Source: an optimization exercise on an open RTL-to-GDS flow (aim: small area and a short achievable clock period). Production flows keep margins and buffers that such runs may drop. The RTL was checked by simulation tests, not by an equivalence proof against the original design. Power is estimated from default activity; no workload was simulated.

## sw_unit
module sw_unit (
    input  wire          clk_i,
    input  wire          reset_i,
    input  wire  [142:0] dp_slot_1_i,
    input  wire  [142:0] dp_slot_2_i,
    input  wire          stall_dp_i,
    input  wire          kill_dp_i,
    input  wire          next_rrf_cycle_i,
    input  wire  [77:0]  exe_result_i,
    output logic         allocatable_o,
    output logic [138:0] alu_issue_o,
    output logic         alu_issue_valid_o,
    output logic [138:0] mem_issue_o,
    output logic         mem_issue_valid_o
);
    localparam int ALU_ENT_NUM = 8;
    localparam int LDST_ENT_NUM = 4;
    localparam int LDST_ENT_SEL = 2;
    logic                   slot_1_alu;
    logic                   slot_2_alu;
    logic                   slot_1_mem;
    logic                   slot_2_mem;
    logic [ALU_ENT_NUM-1:0] alu_busy;
    logic [ALU_ENT_NUM-1:0] alu_free_1;
    logic [ALU_ENT_NUM-1:0] alu_free_2;
    logic [ALU_ENT_NUM-1:0] alu_busy_nxt;
    logic [LDST_ENT_NUM-1:0] mem_busy_nxt;
    logic                   full_alu;
    logic                   full_mem;
    logic                   one_alu;
    logic                   one_mem;
    logic                   blk_1;
    logic                   blk_2;
    logic                   blk_12;
    logic                   accept;
    logic [ALU_ENT_NUM-1:0] alu_we_1;
    logic [ALU_ENT_NUM-1:0] alu_we_2;
    logic [3:0]             new_hit_0;
    logic [3:0]             new_hit_1;
    assign slot_1_alu = dp_slot_1_i[142] & ~dp_slot_1_i[141];
    assign slot_2_alu = dp_slot_2_i[142] & ~dp_slot_2_i[141];
    assign slot_1_mem = dp_slot_1_i[142] & dp_slot_1_i[141];
    assign slot_2_mem = dp_slot_2_i[142] & dp_slot_2_i[141];
    alloc_unit #(
        .ENT_NUM(ALU_ENT_NUM)
    ) u_alloc_unit (
        .busy_i  (alu_busy),
        .free_1_o(alu_free_1),
        .free_2_o(alu_free_2),
        .ge_1_o  (),
        .ge_2_o  ()
    );
    free_cnt #(.ENT_NUM(ALU_ENT_NUM)) u_alu_cnt (
        .clk_i(clk_i), .busy_nxt_i(alu_busy_nxt), .full_o(full_alu), .one_o(one_alu));
    free_cnt #(.ENT_NUM(LDST_ENT_NUM)) u_mem_cnt (
        .clk_i(clk_i), .busy_nxt_i(mem_busy_nxt), .full_o(full_mem), .one_o(one_mem));
    assign blk_1 = dp_slot_1_i[141] ? full_mem : full_alu;
  ...
==> flow/config.mk <==
export PLATFORM = sky130hd
export DESIGN_NAME = sw_unit
export DESIGN_NICKNAME = sw_unit
export VERILOG_FILES = /design/flow/design.v
export SDC_FILE = /design/flow/constraint.sdc
export NUM_CORES = 8
export LEC_CHECK = 0
export ABC_CLOCK_PERIOD_IN_PS = 5000
export CAP_MARGIN = 20
export CORE_MARGIN = 2
export CORE_UTILIZATION = 35
export CTS_BUF_LIST = sky130_fd_sc_hd__clkbuf_16
export CTS_CLUSTER_DIAMETER = 100
export CTS_CLUSTER_SIZE = 20
export PLACE_DENSITY = 0.5
export SETUP_SLACK_MARGIN = 5
export SLEW_MARGIN = 20
==> flow/constraint.sdc <==
create_clock -name core_clock -period 10.0 [get_ports {clk_i}]
set_input_delay 2.0000 -clock core_clock [delete_from_list [all_inputs] [get_ports {clk_i}]]
set_output_delay 2.0000 -clock core_clock [all_outputs]
set_load 0.01 [all_outputs]
standard.sh (not shown) runs the stock make flow with config.mk's settings and CLKGATE_MAP_FILE= SYNTH_SCRIPT=/design/flow/synth_recipe.tcl, a recipe that flattens the netlist after the stock synthesis.
==> flow/flow/run.sh <==
#!/bin/bash
# The standard layout (the standard.sh, standard synthesis unchanged) with two changes:
# port buffers are the smallest buffer instead of the delay buffer buffer_ports picks by
# default, and clock tree synthesis inserts no dummy loads.
set -uo pipefail
bash standard.sh \
  "BUFFER_PORTS_ARGS=-buffer_cell sky130_fd_sc_hd__buf_1" \
  "CTS_ARGS=-sink_clustering_enable -repair_clock_nets -dont_use_dummy_load -sink_clustering_size 20 -sink_clustering_max_diameter 100 -buf_list sky130_fd_sc_hd__clkbuf_16" \
  finish > orfs_make.log 2>&1
status=$?
tail -n 40 orfs_make.log
exit $status
The baseline completed without violations.
Rerun with:
==> flow/run.sh (new file) <==
#!/bin/bash
# synth_recipe.tcl (not shown) runs the flow's synth.tcl, then flattens the netlist and writes it again
# the make line also repeats each setting of config.mk as NAME=value (left out here)
make -C /OpenROAD-flow-scripts/flow DESIGN_CONFIG=/design/flow/config.mk WORK_HOME=/design/flow/orfs CLKGATE_MAP_FILE= SYNTH_SCRIPT=/design/flow/synth_recipe.tcl finish
removed: flow/flow/run.sh
removed: flow/standard.sh
What happened: Core utilization is higher by 2.2 points. Total power climbs by a few percent. Clock skew decreases by 0.036 ns. Worst setup slack improves by 0.031 ns. Global-route usage goes up by 2.3 points. Count of clock-buffer cells in the layout came out higher by 4. Register-to-register slack degrades by 0.19 ns.


Setup of lane 1:
Another version of the RTL of sw_unit (not shown whole).
Size: ~1,800 flip-flops.
export LEC_CHECK = 0
export ABC_CLOCK_PERIOD_IN_PS = 5000
export CAP_MARGIN = 20
export CORE_MARGIN = 2
export CORE_UTILIZATION = 35
export CTS_BUF_LIST = sky130_fd_sc_hd__clkbuf_16
export CTS_CLUSTER_DIAMETER = 100
export CTS_CLUSTER_SIZE = 20
export PLACE_DENSITY = 0.5
export SETUP_SLACK_MARGIN = 5
export SLEW_MARGIN = 20
create_clock -name core_clock -period 10.0 [get_ports {clk_i}]
==> flow/flow/run.sh <==
#!/bin/bash
set -uo pipefail
bash standard.sh \
  "BUFFER_PORTS_ARGS=-buffer_cell sky130_fd_sc_hd__buf_1" \
  "CTS_ARGS=-sink_clustering_enable -repair_clock_nets -dont_use_dummy_load -sink_clustering_size 20 -sink_clustering_max_diameter 100 -buf_list sky130_fd_sc_hd__clkbuf_16" \
  SETUP_SLACK_MARGIN=5.25 \
  finish > orfs_make.log 2>&1
status=$?
tail -n 40 orfs_make.log
exit $status
Changes in lane 2 relative to lane 1:
- changing SETUP_SLACK_MARGIN from 5 to 4.8
--- a/flow/flow/run.sh
+++ b/flow/flow/run.sh
@@ -1,0 +2,3 @@
+# The standard layout (the standard.sh, standard synthesis unchanged) with two changes:
+# port buffers are the smallest buffer instead of the delay buffer buffer_ports picks by
+# default, and clock tree synthesis inserts no dummy loads.
@@ -6 +8,0 @@
-  SETUP_SLACK_MARGIN=5.25 \
Notes after the runs:
No stage failed in lane 1, and the final checks on the layout all came back clean.
Lane 2 went all the way through the flow, and no timing, DRC or antenna check failed.
Area growth from synthesis to layout for lane 2: 3.4 points down relative to lane 1
Higher starting DRC count in detailed routing goes to lane 2 over lane 1.
Setup slack after placement: lane 2 better than lane 1
Going from lane 1 to lane 2, number of buffers added for setup after CTS shrank by more than half.
Compared with lane 1, lane 2 shows a total non-filler cell area in the finished layout that is about 3% lower.
Comparing lane 1 and lane 2, the higher switching power share of the total is on lane 2.
Reported for lane 1 and lane 2, floorplan die height turned out identical to the last digit.
Input-level comparison between lane 3 and lane 2:
- SETUP_SLACK_MARGIN changed from 4.8 to 5
- PLACE_DENSITY changed from 0.5 to 0.55
- CORE_UTILIZATION changed from 35 to 40
[summary]
- Higher full die area among lane 2 and lane 3: lane 2
- Going from lane 2 to lane 3, non-clock buffer instance count of the final layout now sits higher, worst setup slack now sits higher.
- The higher met3 usage came out of lane 3.
- Design area delta (lane 3 − lane 2): unfavourable
Here is what was changed in the inputs of lane 4 compared with lane 3.
- CORE_UTILIZATION changed from 40 to 35
- PLACE_DENSITY changed from 0.55 to 0.5
Notes after the runs:
Total half-perimeter wirelength after legalization and detailed placement ends up higher on lane 4. Changes observed in lane 4 relative to lane 3: placeable core region went up, non-clock buffer count went down, maximum resistive drop on vdd went up. Diff lane 3 -> lane 4: share of the clock period used by the worst path after layout now sits lower; clock-buffer cell count now sits higher. Re amount of wire on met2 after detailed routing: lane 3 was lower than lane 4. Lane 4 -> lane 3: final-stage net count flat. Lane 4: number of logic inverters in the finished layout is 2 lower than what lane 3 reported. The final design area excluding fillers was comparable across lane 4 and lane 3.
Relative to lane 4, the following input files were edited for lane 5:
- PLACE_DENSITY now 0.65, was 0.5
==> results.txt <==
The non-clock buffer count reported for lane 5 is smaller than that of lane 4 by 46.
Power after layout came out lower on lane 5 than on lane 4.
Looking at multi-input logic portion of the cell area, lane 5 sits 0.33 points higher than lane 4 does.
Going from lane 4 to lane 5, routing usage on met3 picked up an extra 4.7 points; cell depth of the worst setup path rose by 1; global-route usage lower; relative contribution of sequential cells to total power moved up.
Of lane 4 and lane 5, the run reporting the lower met2 wire length was lane 5.

[what the ideal ports hide]
In the flow no input, the clock included, has a driving cell. The finished layouts below were timed again as built, in two steps. Step 1: set_driving_cell puts a clkbuf_16 on clk_i and a buf_2 on each other input, an assumption about the parent block. Step 2, shift: input delay + t, output delay - t, t = (earliest + latest rising clock arrival at the registers) / 2. This alone moves slack from input paths to output paths. a / b / c = ideal / step 1 / step 2; a / b = the first two.
run | shift t [ns] | setup WS [ns] | hold slack, ns | latest minus earliest clock arrival (ns) | cell pins on the clock port's net
the first run of note 1 | 0.873 | 4.898 / 4.804 / 3.983 | 0.441 / 0.441 / 0.441 | 0.076 / 0.077 | 1
the second run of note 1 | 0.930 | 4.929 / 4.730 / 3.995 | 0.442 / 0.442 / 0.442 | 0.045 / 0.044 | 1
lane 1 | 0.884 | 4.972 / 4.885 / 4.071 | 0.457 / 0.457 / 0.457 | 0.118 / 0.118 | 1
lane 2 | 0.895 | 4.671 / 4.566 / 3.844 | 0.456 / 0.456 / 0.456 | 0.078 / 0.079 | 1
lane 3 | 0.906 | 4.705 / 4.710 / 3.827 | 0.458 / 0.458 / 0.458 | 0.070 / 0.070 | 1
lane 4 | 0.888 | 4.908 / 4.819 / 4.016 | 0.459 / 0.459 / 0.459 | 0.139 / 0.138 | 1
lane 5 | 0.897 | 4.752 / 4.698 / 3.900 | 0.459 / 0.459 / 0.459 | 0.162 / 0.163 | 1
After both steps every run listed still meets setup and hold. The setup slack of the second run of note 1, which loses most, moves by -0.199 ns with the drivers and by -0.934 ns with both steps.
